What follows belongs to an exercise in optimizing a design on an open flow for small area, a short achievable clock period and few clock cycles; a production flow would make more cautious choices.
RTL that was checked went through simulation tests only; none was proved equivalent to the original.
Power and IR drop assume default switching activity.

==> inputs of run X <==
// conv_top
module conv_top (
   input  wire logic clk,
   input  wire logic reset,
   input  wire logic cyc,
   input  wire logic stb,
   input  wire logic we,
   input  wire conv_pkg::wb_adr_t adr,
   input  wire conv_pkg::wb_data_t dat_w,
   output wire logic ack,
   output wire conv_pkg::wb_data_t dat_r
);
clock: 9.0 ns
lec_check: 0
abc_area: 1
cap_margin: 20
core_margin: 2
core_utilization: 40
setup_slack_margin: 4.0
slew_margin: 20
run.sh (not shown) runs the stock make flow with config.mk's settings and CLKGATE_MAP_FILE= SYNTH_SCRIPT=/design/flow/synth_recipe.tcl, a recipe that flattens the netlist after the stock synthesis.
==> run M (differences from run X) <==
Settings changed: CORE_UTILIZATION 40 to 65, CTS_BUF_LIST from default to sky130_fd_sc_hd__clkbuf_4 sky130_fd_sc_hd__clkbuf_8, PLACE_DENSITY from default to 0.75.
==> run G (differences from run X) <==
Settings changed: ABC_AREA 1 to default, SETUP_SLACK_MARGIN 4.0 to 3.6.
==> results.toml <==
[setup_path]
crit_end = "dat_r[0]"

[power]
pg_comb_uw = 4140

[status]
status = "timing/DRC/antenna clean"

[drt]
wl_met2_um = 29390

[placement]
dp_hpwl_um = 42280
Source of the figures above: run M

==> results.toml <==
[status]
status = "timing/DRC/antenna clean"

[setup_path]
cp-end-kind = "primary output"
crit_end = "dat_r[2]"

[power]
powerDensity_nw_per_um2 = 329.1
pg_comb_uw = 4090

[placement]
dp_hpwl_um = 45120

[timing]
grt_setup_unrepaired = "no"

[drt]
wl_met2_um = 30910
Source of the figures above: run X

==> results.toml <==
[final_layout]
layout_commonest_cell = "edfxtp_1"

[clock_tree]
cts_setup_buffers = 0

[status]
status = "timing/DRC/antenna clean"

[setup_path]
crit_end = "dat_r[5]"
critical_path.max_stage_delay_ps = 510

[timing]
setup_viol = 0
Source of the figures above: run G

Testbench counts of run X, summed over its fixed seeds: cycles 2,382.
Testbench counts of run M, summed over its fixed seeds: cycles 2,382.
Testbench counts of run G, summed over its fixed seeds: cycles 2,382.

* * *

==> 11-15: inputs <==
conv_top, a different RTL version from the one above (not shown whole).
clock: 9.0 ns
lec_check: 0
abc_clock_period_in_ps: 4000
cap_margin: 20
core_margin: 2
core_utilization: 40
setup_slack_margin: 4.5
slew_margin: 20
==> 01-24 (differences from 11-15) <==
--- a/flow/design.v
+++ b/flow/design.v
@@ -491,188 +491,173 @@
    logic req;
    logic is_img;
    logic is_ker;
    logic is_res;
    logic is_ctl;
    logic fast_rd;
    logic wr_go;
    logic start;
-   logic slow_go;
-   logic rdy_hit;
-   logic wb_v;
-   logic [4:0] wb_a;
-   logic [7:0] wb_d;
    assign req = cyc && stb;
    assign is_img = (adr[5:4] == 2'b00);
    assign is_ker = (adr[5:4] == 2'b01) && (adr[3:0] < 4'd9);
    assign is_res = (adr[5:2] == 4'b1000);
    assign is_ctl = (adr == 6'h28);
    assign fast_rd = is_res || is_ctl;
    assign wr_go = req && we && !run;
    assign start = wr_go && is_ctl && dat_w[0];
-   assign slow_go = req && !we && !fast_rd && !slow_pend && !wb_v;
-   assign rdy_hit = |(rdy & (4'b0001 << adr[1:0]));
-   assign ack = req && ((we && !run)
-                        || (!we && (slow_pend || is_ctl || (is_res && rdy_hit))));
+   logic slow_go;
+   logic [3:0] rdy_dec;
+   logic rdy_hit;
    logic [19:0] res_sel;
    logic [19:0] fast_data;
    logic [7:0] slow_data;
+   logic [4:0] rd_sel;      
+   assign slow_go = req && !we && !fast_rd && !slow_pend;
+   assign rdy_dec = 4'b0001 << adr[1:0];
+   assign rdy_hit = |(rdy & rdy_dec);
+   assign ack = req && ((we && !run)
+                        || (!we && (slow_pend || is_ctl || (is_res && rdy_hit))));
    assign res_sel = done_flag ? result[adr[1:0]] : 20'd0;
    assign fast_data = adr[3] ? {18'd0, done_flag, 1'b0} : res_sel;
    assign dat_r = slow_pend ? {24'd0, slow_data} : {12'd0, fast_data};
    always_ff @(posedge clk)
    begin
-      wb_a <= adr[4:0];
-      wb_d <= dat_w[7:0];
       if (reset)
-      begin
-         wb_v <= 1'b0;
          slow_pend <= 1'b0;
-      end
       else
-      begin
-         wb_v <= wr_go && (is_img || is_ker);
          slow_pend <= slow_go;
-      end
    end
+   logic wb_v;
+   logic [4:0] wb_a;
+   logic [7:0] wb_d;
    logic wb_img;
    logic wb_ker;
    logic [7:0] wdata;
+   always_ff @(posedge clk)
+   begin
+      wb_a <= adr[4:0];
+      wb_d <= dat_w[7:0];
+      if (reset)
+         wb_v <= 1'b0;
+      else
+         wb_v <= wr_go && (is_img || is_ker);
+   end
    assign wb_img = wb_v && !wb_a[4];
    assign wb_ker = wb_v && wb_a[4];
    assign wdata = reset ? 8'd0 : wb_d;
    always_ff @(posedge clk)
    begin
       for (int i = 0; i < 16; i++)
          if (reset || (wb_img && wb_a[3:0] == 4'(i)))
             image[i] <= wdata;
       for (int i = 0; i < 9; i++)
          if (reset || (wb_ker && wb_a[3:0] == 4'(i)))
             kernel[i] <= wdata;
    end
    logic [1:0] issued [4];   
    logic [3:0] wdone;        
    logic [3:0] last_pix;     
    logic [3:0] restart;
-   logic [3:0] block;
    logic [1:0] wb_krow;
    assign wb_krow = (wb_a[3:0] < 4'd3) ? 2'd0 : (wb_a[3:0] < 4'd6) ? 2'd1 : 2'd2;
    always_comb
    begin
       for (int w = 0; w < 4; w++)
       begin
          logic [2:0] dr;
          logic [2:0] dc;
          logic touch;
          logic [1:0] j;
          dr = {1'b0, wb_a[3:2]} - 3'(w / 2);
          dc = {1'b0, wb_a[1:0]} - 3'(w % 2);
          touch = wb_ker || (wb_img && dr <= 3'd2 && dc <= 3'd2);
          j = wb_ker ? wb_krow : dr[1:0];
          restart[w] = touch && (j < issued[w]);
-         block[w] = touch && (j == issued[w]);
       end
    end
    logic [3:0] cand;
    logic pick_v;
    logic [1:0] pick_w;
    logic [1:0] pick_r;
    always_comb
    begin
       for (int w = 0; w < 4; w++)
       begin
          logic [3:0] need;
          need = {(2'(w / 2) + issued[w]), 2'(w % 2)} + 4'd2;
-         cand[w] = (issued[w] != 2'd3) && !restart[w] && !block[w]
-                   && (run || last_pix >= need);
+         cand[w] = (issued[w] != 2'd3) && !restart[w] && (run || last_pix >= need);
       end
       pick_v = |cand && !slow_go;
       pick_w = cand[0] ? 2'd0 : cand[1] ? 2'd1 : cand[2] ? 2'd2 : 2'd3;
       pick_r = issued[pick_w];
    end
+   logic s_v;
+   logic [1:0] s_w;
+   logic [1:0] s_r;
+   logic [3:0] s_prow;      
+   logic s_wc;              
+   logic [2:0] s_krow;      
    logic [1:0] ker_row;
    logic [1:0] ker_col;
-   logic [3:0] sel_prow;    
-   logic sel_wc;            
-   logic [2:0] sel_krow;    
    assign ker_row = (adr[3:0] < 4'd3) ? 2'd0 : (adr[3:0] < 4'd6) ? 2'd1 : 2'd2;
    assign ker_col = (adr[3:0] == 4'd0 || adr[3:0] == 4'd3 || adr[3:0] == 4'd6) ? 2'd0
                     : (adr[3:0] == 4'd1 || adr[3:0] == 4'd4 || adr[3:0] == 4'd7) ? 2'd1 : 2'd2;
-   always_comb
+   always_ff @(posedge clk)
    begin
+      s_w <= pick_w;
+      s_r <= pick_r;
       if (slow_go)
       begin
-         sel_prow = 4'b0001 << adr[3:2];
-         sel_wc = adr[0];
-         sel_krow = 3'b001 << ker_row;
+         s_wc <= adr[0];
+         s_prow <= 4'b0001 << adr[3:2];
+         s_krow <= 3'b001 << ker_row;
+         rd_sel <= 5'd0;
+         if (is_img)
+            rd_sel <= adr[1] ? 5'b00010 : 5'b00001;
+         if (is_ker)
+            rd_sel <= 5'b00100 << ker_col;
       end
       else
       begin
-         sel_prow = 4'b0001 << (2'(pick_w[1]) + pick_r);
-         sel_wc = pick_w[0];
-         sel_krow = 3'b001 << pick_r;
+         s_wc <= pick_w[0];
+         s_prow <= 4'b0001 << (2'(pick_w[1]) + pick_r);
+         s_krow <= 3'b001 << pick_r;
       end
    end
    logic [7:0] rowpix [4];
    logic [7:0] p0, p1, p2;
    logic [7:0] w0, w1, w2;
+   logic [47:0] cs;
    always_comb
    begin
       for (int c = 0; c < 4; c++)
       begin
          rowpix[c] = 8'd0;
          for (int r = 0; r < 4; r++)
-            rowpix[c] = rowpix[c] | ({8{sel_prow[r]}} & image[r * 4 + c]);
+            rowpix[c] = rowpix[c] | ({8{s_prow[r]}} & image[r * 4 + c]);
       end
       w0 = 8'd0;
       w1 = 8'd0;
       w2 = 8'd0;
       for (int k = 0; k < 3; k++)
       begin
-         w0 = w0 | ({8{sel_krow[k]}} & kernel[k * 3 + 0]);
-         w1 = w1 | ({8{sel_krow[k]}} & kernel[k * 3 + 1]);
-         w2 = w2 | ({8{sel_krow[k]}} & kernel[k * 3 + 2]);
+         w0 = w0 | ({8{s_krow[k]}} & kernel[k * 3 + 0]);
+         w1 = w1 | ({8{s_krow[k]}} & kernel[k * 3 + 1]);
+         w2 = w2 | ({8{s_krow[k]}} & kernel[k * 3 + 2]);
       end
    end
-   assign p0 = sel_wc ? rowpix[1] : rowpix[0];
-   assign p1 = sel_wc ? rowpix[2] : rowpix[1];
-   assign p2 = sel_wc ? rowpix[3] : rowpix[2];
-   logic s_v;
-   logic [1:0] s_w;
-   logic [1:0] s_r;
-   logic [7:0] s_p0, s_p1, s_p2;
-   logic [7:0] s_w0, s_w1, s_w2;
-   logic [4:0] rd_sel;      
-   always_ff @(posedge clk)
-   begin
-      s_w <= pick_w;
-      s_r <= pick_r;
-      s_p0 <= p0;
-      s_p1 <= p1;
-      s_p2 <= p2;
-      s_w0 <= w0;
-      s_w1 <= w1;
-      s_w2 <= w2;
-      if (slow_go)
-      begin
-         rd_sel <= 5'd0;
-         if (is_img)
-            rd_sel <= adr[1] ? 5'b00010 : 5'b00001;
-         if (is_ker)
-            rd_sel <= 5'b00100 << ker_col;
-      end
-   end
-   assign slow_data = ({8{rd_sel[0]}} & s_p0) | ({8{rd_sel[1]}} & s_p2)
-                      | ({8{rd_sel[2]}} & s_w0) | ({8{rd_sel[3]}} & s_w1)
-                      | ({8{rd_sel[4]}} & s_w2);
-   logic [47:0] cs;
+   assign p0 = s_wc ? rowpix[1] : rowpix[0];
+   assign p1 = s_wc ? rowpix[2] : rowpix[1];
+   assign p2 = s_wc ? rowpix[3] : rowpix[2];
+   assign slow_data = ({8{rd_sel[0]}} & p0) | ({8{rd_sel[1]}} & p2) | ({8{rd_sel[2]}} & w0)
+                      | ({8{rd_sel[3]}} & w1) | ({8{rd_sel[4]}} & w2);
    conv_mac_pp i_pp (
-      .p0(s_p0), .p1(s_p1), .p2(s_p2),
-      .w0(s_w0), .w1(s_w1), .w2(s_w2),
+      .p0(p0), .p1(p1), .p2(p2),
+      .w0(w0), .w1(w1), .w2(w2),
       .cs(cs)
    );
    logic [3:0] m_en;        
    logic [3:0] m_sel;       
    logic m_last;            
    logic [47:0] m_cs;
    always_ff @(posedge clk)
    begin
==> flow/config.mk (replaced) <==
export PLATFORM = sky130hd
export DESIGN_NAME = conv_top
export DESIGN_NICKNAME = conv_top
export VERILOG_FILES = /design/flow/design.v
export SDC_FILE = /design/flow/constraint.sdc
export NUM_CORES = 4
export LEC_CHECK = 0
export ABC_AREA = 1
export CAP_MARGIN = 20
export CORE_MARGIN = 2
export CORE_UTILIZATION = 65
export CTS_BUF_LIST = sky130_fd_sc_hd__clkbuf_4 sky130_fd_sc_hd__clkbuf_8
export PLACE_DENSITY = 0.75
export SETUP_SLACK_MARGIN = 4.4
export SLEW_MARGIN = 20
==> 07-11 (differences from 11-15) <==
--- a/flow/design.v
+++ b/flow/design.v
@@ -483,271 +483,213 @@
    logic [7:0] image [16];
    logic [7:0] kernel [9];
    logic [19:0] result [4];
    logic [19:0] acc [4];
    logic run;               
    logic [3:0] rdy;         
    logic done_flag;         
    logic slow_pend;         
+   logic [7:0] rd_q;        
    logic req;
    logic is_img;
    logic is_ker;
    logic is_res;
    logic is_ctl;
    logic fast_rd;
    logic wr_go;
    logic start;
-   logic slow_go;
-   logic rdy_hit;
-   logic wb_v;
-   logic [4:0] wb_a;
-   logic [7:0] wb_d;
    assign req = cyc && stb;
    assign is_img = (adr[5:4] == 2'b00);
    assign is_ker = (adr[5:4] == 2'b01) && (adr[3:0] < 4'd9);
    assign is_res = (adr[5:2] == 4'b1000);
    assign is_ctl = (adr == 6'h28);
    assign fast_rd = is_res || is_ctl;
    assign wr_go = req && we && !run;
    assign start = wr_go && is_ctl && dat_w[0];
-   assign slow_go = req && !we && !fast_rd && !slow_pend && !wb_v;
-   assign rdy_hit = |(rdy & (4'b0001 << adr[1:0]));
-   assign ack = req && ((we && !run)
-                        || (!we && (slow_pend || is_ctl || (is_res && rdy_hit))));
+   assign ack = req && (we ? !run
+                           : (fast_rd ? (is_ctl || rdy[adr[1:0]]) : slow_pend));
    logic [19:0] res_sel;
    logic [19:0] fast_data;
-   logic [7:0] slow_data;
    assign res_sel = done_flag ? result[adr[1:0]] : 20'd0;
    assign fast_data = adr[3] ? {18'd0, done_flag, 1'b0} : res_sel;
-   assign dat_r = slow_pend ? {24'd0, slow_data} : {12'd0, fast_data};
+   assign dat_r = slow_pend ? {24'd0, rd_q} : {12'd0, fast_data};
+   always_ff @(posedge clk)
+   begin
+      if (adr[4])
+         rd_q <= is_ker ? kernel[adr[3:0]] : 8'd0;
+      else
+         rd_q <= (adr[5] == 1'b0) ? image[adr[3:0]] : 8'd0;
+   end
    always_ff @(posedge clk)
    begin
-      wb_a <= adr[4:0];
-      wb_d <= dat_w[7:0];
       if (reset)
-      begin
-         wb_v <= 1'b0;
          slow_pend <= 1'b0;
-      end
       else
-      begin
-         wb_v <= wr_go && (is_img || is_ker);
-         slow_pend <= slow_go;
-      end
+         slow_pend <= req && !we && !fast_rd && !slow_pend;
    end
-   logic wb_img;
-   logic wb_ker;
    logic [7:0] wdata;
-   assign wb_img = wb_v && !wb_a[4];
-   assign wb_ker = wb_v && wb_a[4];
-   assign wdata = reset ? 8'd0 : wb_d;
+   assign wdata = reset ? 8'd0 : dat_w[7:0];
    always_ff @(posedge clk)
    begin
       for (int i = 0; i < 16; i++)
-         if (reset || (wb_img && wb_a[3:0] == 4'(i)))
+         if (reset || (wr_go && is_img && adr[3:0] == 4'(i)))
             image[i] <= wdata;
       for (int i = 0; i < 9; i++)
-         if (reset || (wb_ker && wb_a[3:0] == 4'(i)))
+         if (reset || (wr_go && adr[5:4] == 2'b01 && adr[3:0] == 4'(i)))
             kernel[i] <= wdata;
    end
    logic [1:0] issued [4];   
    logic [3:0] wdone;        
    logic [3:0] last_pix;     
    logic [3:0] restart;
-   logic [3:0] block;
-   logic [1:0] wb_krow;
-   assign wb_krow = (wb_a[3:0] < 4'd3) ? 2'd0 : (wb_a[3:0] < 4'd6) ? 2'd1 : 2'd2;
+   logic [1:0] ker_row;
+   assign ker_row = (adr[3:0] < 4'd3) ? 2'd0 : (adr[3:0] < 4'd6) ? 2'd1 : 2'd2;
    always_comb
    begin
       for (int w = 0; w < 4; w++)
       begin
          logic [2:0] dr;
          logic [2:0] dc;
-         logic touch;
-         logic [1:0] j;
-         dr = {1'b0, wb_a[3:2]} - 3'(w / 2);
-         dc = {1'b0, wb_a[1:0]} - 3'(w % 2);
-         touch = wb_ker || (wb_img && dr <= 3'd2 && dc <= 3'd2);
-         j = wb_ker ? wb_krow : dr[1:0];
-         restart[w] = touch && (j < issued[w]);
-         block[w] = touch && (j == issued[w]);
+         dr = {1'b0, adr[3:2]} - 3'(w / 2);
+         dc = {1'b0, adr[1:0]} - 3'(w % 2);
+         restart[w] = 1'b0;
+         if (wr_go && is_img && dr <= 3'd2 && dc <= 3'd2 && dr[1:0] < issued[w])
+            restart[w] = 1'b1;
+         if (wr_go && is_ker && ker_row < issued[w])
+            restart[w] = 1'b1;
       end
    end
    logic [3:0] cand;
    logic pick_v;
    logic [1:0] pick_w;
    logic [1:0] pick_r;
    always_comb
    begin
       for (int w = 0; w < 4; w++)
       begin
          logic [3:0] need;
          need = {(2'(w / 2) + issued[w]), 2'(w % 2)} + 4'd2;
-         cand[w] = (issued[w] != 2'd3) && !restart[w] && !block[w]
-                   && (run || last_pix >= need);
+         cand[w] = (issued[w] != 2'd3) && !restart[w] && (run || last_pix >= need);
       end
-      pick_v = |cand && !slow_go;
+      pick_v = |cand;
       pick_w = cand[0] ? 2'd0 : cand[1] ? 2'd1 : cand[2] ? 2'd2 : 2'd3;
       pick_r = issued[pick_w];
    end
-   logic [1:0] ker_row;
-   logic [1:0] ker_col;
-   logic [3:0] sel_prow;    
-   logic sel_wc;            
-   logic [2:0] sel_krow;    
-   assign ker_row = (adr[3:0] < 4'd3) ? 2'd0 : (adr[3:0] < 4'd6) ? 2'd1 : 2'd2;
-   assign ker_col = (adr[3:0] == 4'd0 || adr[3:0] == 4'd3 || adr[3:0] == 4'd6) ? 2'd0
-                    : (adr[3:0] == 4'd1 || adr[3:0] == 4'd4 || adr[3:0] == 4'd7) ? 2'd1 : 2'd2;
-   always_comb
+   logic s_v;
+   logic [1:0] s_w;
+   logic [1:0] s_r;
+   logic [3:0] s_prow;      
+   logic s_wc;              
+   logic [2:0] s_krow;      
+   always_ff @(posedge clk)
    begin
-      if (slow_go)
-      begin
-         sel_prow = 4'b0001 << adr[3:2];
-         sel_wc = adr[0];
-         sel_krow = 3'b001 << ker_row;
-      end
-      else
-      begin
-         sel_prow = 4'b0001 << (2'(pick_w[1]) + pick_r);
-         sel_wc = pick_w[0];
-         sel_krow = 3'b001 << pick_r;
-      end
+      s_w <= pick_w;
+      s_r <= pick_r;
+      s_wc <= pick_w[0];
+      s_prow <= 4'b0001 << (2'(pick_w[1]) + pick_r);
+      s_krow <= 3'b001 << pick_r;
    end
    logic [7:0] rowpix [4];
    logic [7:0] p0, p1, p2;
    logic [7:0] w0, w1, w2;
+   logic [47:0] cs;
    always_comb
    begin
       for (int c = 0; c < 4; c++)
       begin
          rowpix[c] = 8'd0;
          for (int r = 0; r < 4; r++)
-            rowpix[c] = rowpix[c] | ({8{sel_prow[r]}} & image[r * 4 + c]);
+            rowpix[c] = rowpix[c] | ({8{s_prow[r]}} & image[r * 4 + c]);
       end
       w0 = 8'd0;
       w1 = 8'd0;
       w2 = 8'd0;
       for (int k = 0; k < 3; k++)
       begin
-         w0 = w0 | ({8{sel_krow[k]}} & kernel[k * 3 + 0]);
-         w1 = w1 | ({8{sel_krow[k]}} & kernel[k * 3 + 1]);
-         w2 = w2 | ({8{sel_krow[k]}} & kernel[k * 3 + 2]);
-      end
-   end
-   assign p0 = sel_wc ? rowpix[1] : rowpix[0];
-   assign p1 = sel_wc ? rowpix[2] : rowpix[1];
-   assign p2 = sel_wc ? rowpix[3] : rowpix[2];
-   logic s_v;
-   logic [1:0] s_w;
-   logic [1:0] s_r;
-   logic [7:0] s_p0, s_p1, s_p2;
-   logic [7:0] s_w0, s_w1, s_w2;
-   logic [4:0] rd_sel;      
-   always_ff @(posedge clk)
-   begin
-      s_w <= pick_w;
-      s_r <= pick_r;
-      s_p0 <= p0;
-      s_p1 <= p1;
-      s_p2 <= p2;
-      s_w0 <= w0;
-      s_w1 <= w1;
-      s_w2 <= w2;
-      if (slow_go)
-      begin
-         rd_sel <= 5'd0;
-         if (is_img)
-            rd_sel <= adr[1] ? 5'b00010 : 5'b00001;
-         if (is_ker)
-            rd_sel <= 5'b00100 << ker_col;
+         w0 = w0 | ({8{s_krow[k]}} & kernel[k * 3 + 0]);
+         w1 = w1 | ({8{s_krow[k]}} & kernel[k * 3 + 1]);
+         w2 = w2 | ({8{s_krow[k]}} & kernel[k * 3 + 2]);
       end
    end
-   assign slow_data = ({8{rd_sel[0]}} & s_p0) | ({8{rd_sel[1]}} & s_p2)
-                      | ({8{rd_sel[2]}} & s_w0) | ({8{rd_sel[3]}} & s_w1)
-                      | ({8{rd_sel[4]}} & s_w2);
-   logic [47:0] cs;
+   assign p0 = s_wc ? rowpix[1] : rowpix[0];
+   assign p1 = s_wc ? rowpix[2] : rowpix[1];
+   assign p2 = s_wc ? rowpix[3] : rowpix[2];
    conv_mac_pp i_pp (
-      .p0(s_p0), .p1(s_p1), .p2(s_p2),
-      .w0(s_w0), .w1(s_w1), .w2(s_w2),
+      .p0(p0), .p1(p1), .p2(p2),
+      .w0(w0), .w1(w1), .w2(w2),
       .cs(cs)
    );
-   logic [3:0] m_en;        
-   logic [3:0] m_sel;       
-   logic m_last;            
+   logic m_v;
+   logic [1:0] m_w;
+   logic [1:0] m_r;
    logic [47:0] m_cs;
    always_ff @(posedge clk)
    begin
-      m_last <= (s_r == 2'd2);
+      m_w <= s_w;
+      m_r <= s_r;
       m_cs <= cs;
    end
    logic [19:0] acc_in;
    logic [19:0] sum;
-   always_comb
-   begin
-      acc_in = 20'd0;
-      for (int w = 0; w < 4; w++)
-         acc_in = acc_in | ({20{m_sel[w]}} & acc[w]);
-   end
+   assign acc_in = (m_r == 2'd0) ? 20'd0 : acc[m_w];
    conv_mac_acc i_acc (
       .cs(m_cs),
       .acc_in(acc_in),
       .sum(sum)
    );
    always_ff @(posedge clk)
    begin
       for (int w = 0; w < 4; w++)
-         if (m_en[w])
+         if (m_v && m_w == 2'(w))
             acc[w] <= sum;
    end
    logic [3:0] commit;
    assign commit = {4{run}} & wdone & ~rdy;
    always_ff @(posedge clk)
    begin
       for (int w = 0; w < 4; w++)
          if (commit[w])
             result[w] <= acc[w];
    end
    always_ff @(posedge clk)
    begin
       if (reset)
       begin
          s_v <= 1'b0;
-         m_en <= 4'd0;
-         m_sel <= 4'd0;
+         m_v <= 1'b0;
          for (int w = 0; w < 4; w++)
             issued[w] <= 2'd0;
          wdone <= 4'd0;
          last_pix <= 4'd0;
          run <= 1'b0;
          rdy <= 4'b1111;
          done_flag <= 1'b0;
       end
       else
       begin
          s_v <= pick_v;
-         m_en <= (s_v && !restart[s_w]) ? (4'b0001 << s_w) : 4'd0;
-         m_sel <= (s_v && !restart[s_w] && s_r != 2'd0) ? (4'b0001 << s_w) : 4'd0;
+         m_v <= s_v && !restart[s_w];
          for (int w = 0; w < 4; w++)
          begin
             if (restart[w])
             begin
                issued[w] <= 2'd0;
                wdone[w] <= 1'b0;
             end
             else
             begin
                if (pick_v && pick_w == 2'(w))
                   issued[w] <= issued[w] + 2'd1;
-               if (m_en[w] && m_last)
+               if (m_v && m_w == 2'(w) && m_r == 2'd2)
                   wdone[w] <= 1'b1;
             end
          end
-         if (wb_img)
-            last_pix <= wb_a[3:0];
+         if (wr_go && is_img)
+            last_pix <= adr[3:0];
          if (start)
          begin
             run <= 1'b1;
             rdy <= 4'b0000;
             done_flag <= 1'b1;
          end
          else if (run)
          begin
==> flow/config.mk (replaced) <==
export PLATFORM = sky130hd
export DESIGN_NAME = conv_top
export DESIGN_NICKNAME = conv_top
export VERILOG_FILES = /design/flow/design.v
export SDC_FILE = /design/flow/constraint.sdc
export NUM_CORES = 4
export LEC_CHECK = 0
export CAP_MARGIN = 20
export CORE_MARGIN = 2
export CORE_UTILIZATION = 40
export SLEW_MARGIN = 20
==> qor summary <==
item	01-24	11-15	07-11
Met3 wirelength from detailed routing	6.23 mm	4.23 mm	5.03 mm
Non-clock inverters	301	167	189
Tcrit/Tclk final	0.536	0.552	0.710
Num rows	69	93	90
Worst-Margin Slew	1.16 ns	1.12 ns	1.10 ns
Synthesized netlist cell count	2,094	2,005	1,902
M1 wire length	24.5 mm	28.0 mm	26.9 mm
Non-filler cells, final	2,805	2,991	2,800
Combined area of the multi-input logic cells	9790 um2	11,500 um2	10,700 um2
Share of total power in sequential cells	0.350	0.400	0.323
Top power group	combinational logic	sequential cells	combinational logic
Multiplexer fraction of the synthesized cell area	0	0.0461	0.0503
Storage cell area	13,100 um2	13,900 um2	12,700 um2
Clock skew	0.0413 ns	0.0286 ns	0.0318 ns
Multi-input gate count	1,270	1,240	1,176
Global-route total usage across every layer	0.343	0.207	0.216
Worst Reg-to-Reg Cells	14	18	11
Count of H-tree levels built during CTS	3	2	2
Fraction of area in multi-input gates	0.351	0.380	0.389
Slack of the critical path	4.18 ns	4.03 ns	2.61 ns
Stages on worst setup path	8	7	9
Setup Slack @ Placement	2.49 ns	2.03 ns	2.65 ns
Result of the run	timing/DRC/antenna clean	timing/DRC/antenna clean	timing/DRC/antenna clean
Count of flip-flops and latches	472	512	456
Power Total	8.03 mW	7.82 mW	9.10 mW
Combinational cell fraction of total power	0.403	0.317	0.460
# clock sinks	472	512	456
No functional check of the RTL was part of any run of this note.

afterwards: timing with drivers on the ports:
How much do the figures lean on ideal ports? The routed layouts below were timed once more, with nothing changed but the port constraints.
Step 1 (the two cells are an assumption about what drives the block):
set clk [get_ports {clk}]
set_driving_cell -lib_cell sky130_fd_sc_hd__clkbuf_16 $clk
set_driving_cell -lib_cell sky130_fd_sc_hd__buf_2 [delete_from_list [all_inputs] $clk]
Step 2 moves the port delays by t, midway between the first and last clock arrival at a register: inputs arrive t later, outputs are due t later. That takes back most of the time a late clock gives input paths.
Slacks: ideal ports / drivers / drivers and shift; pairs: ideal ports / drivers.
run | shift t [ns] | slack for setup (ns) | hold WS [ns]
run X | 0.630 | 4.030 / 3.962 / 3.962 | 0.329 / 0.329 / 0.329
run M | 0.688 | 4.037 / 3.988 / 4.001 | 0.335 / 0.335 / 0.335
run G | 0.643 | 3.643 / 3.601 / 3.214 | 0.335 / 0.335 / 0.335
11-15 | 0.666 | 4.035 / 3.972 / 3.972 | 0.438 / 0.438 / 0.438
01-24 | 0.676 | 4.178 / 4.112 / 4.109 | 0.409 / 0.409 / 0.409
07-11 | 0.663 | 2.613 / 2.590 / 2.590 | 0.319 / 0.319 / 0.319
After both steps every run listed still meets setup and hold. The setup slack of run G, which loses most, moves by -0.042 ns with the drivers and by -0.429 ns with both steps.
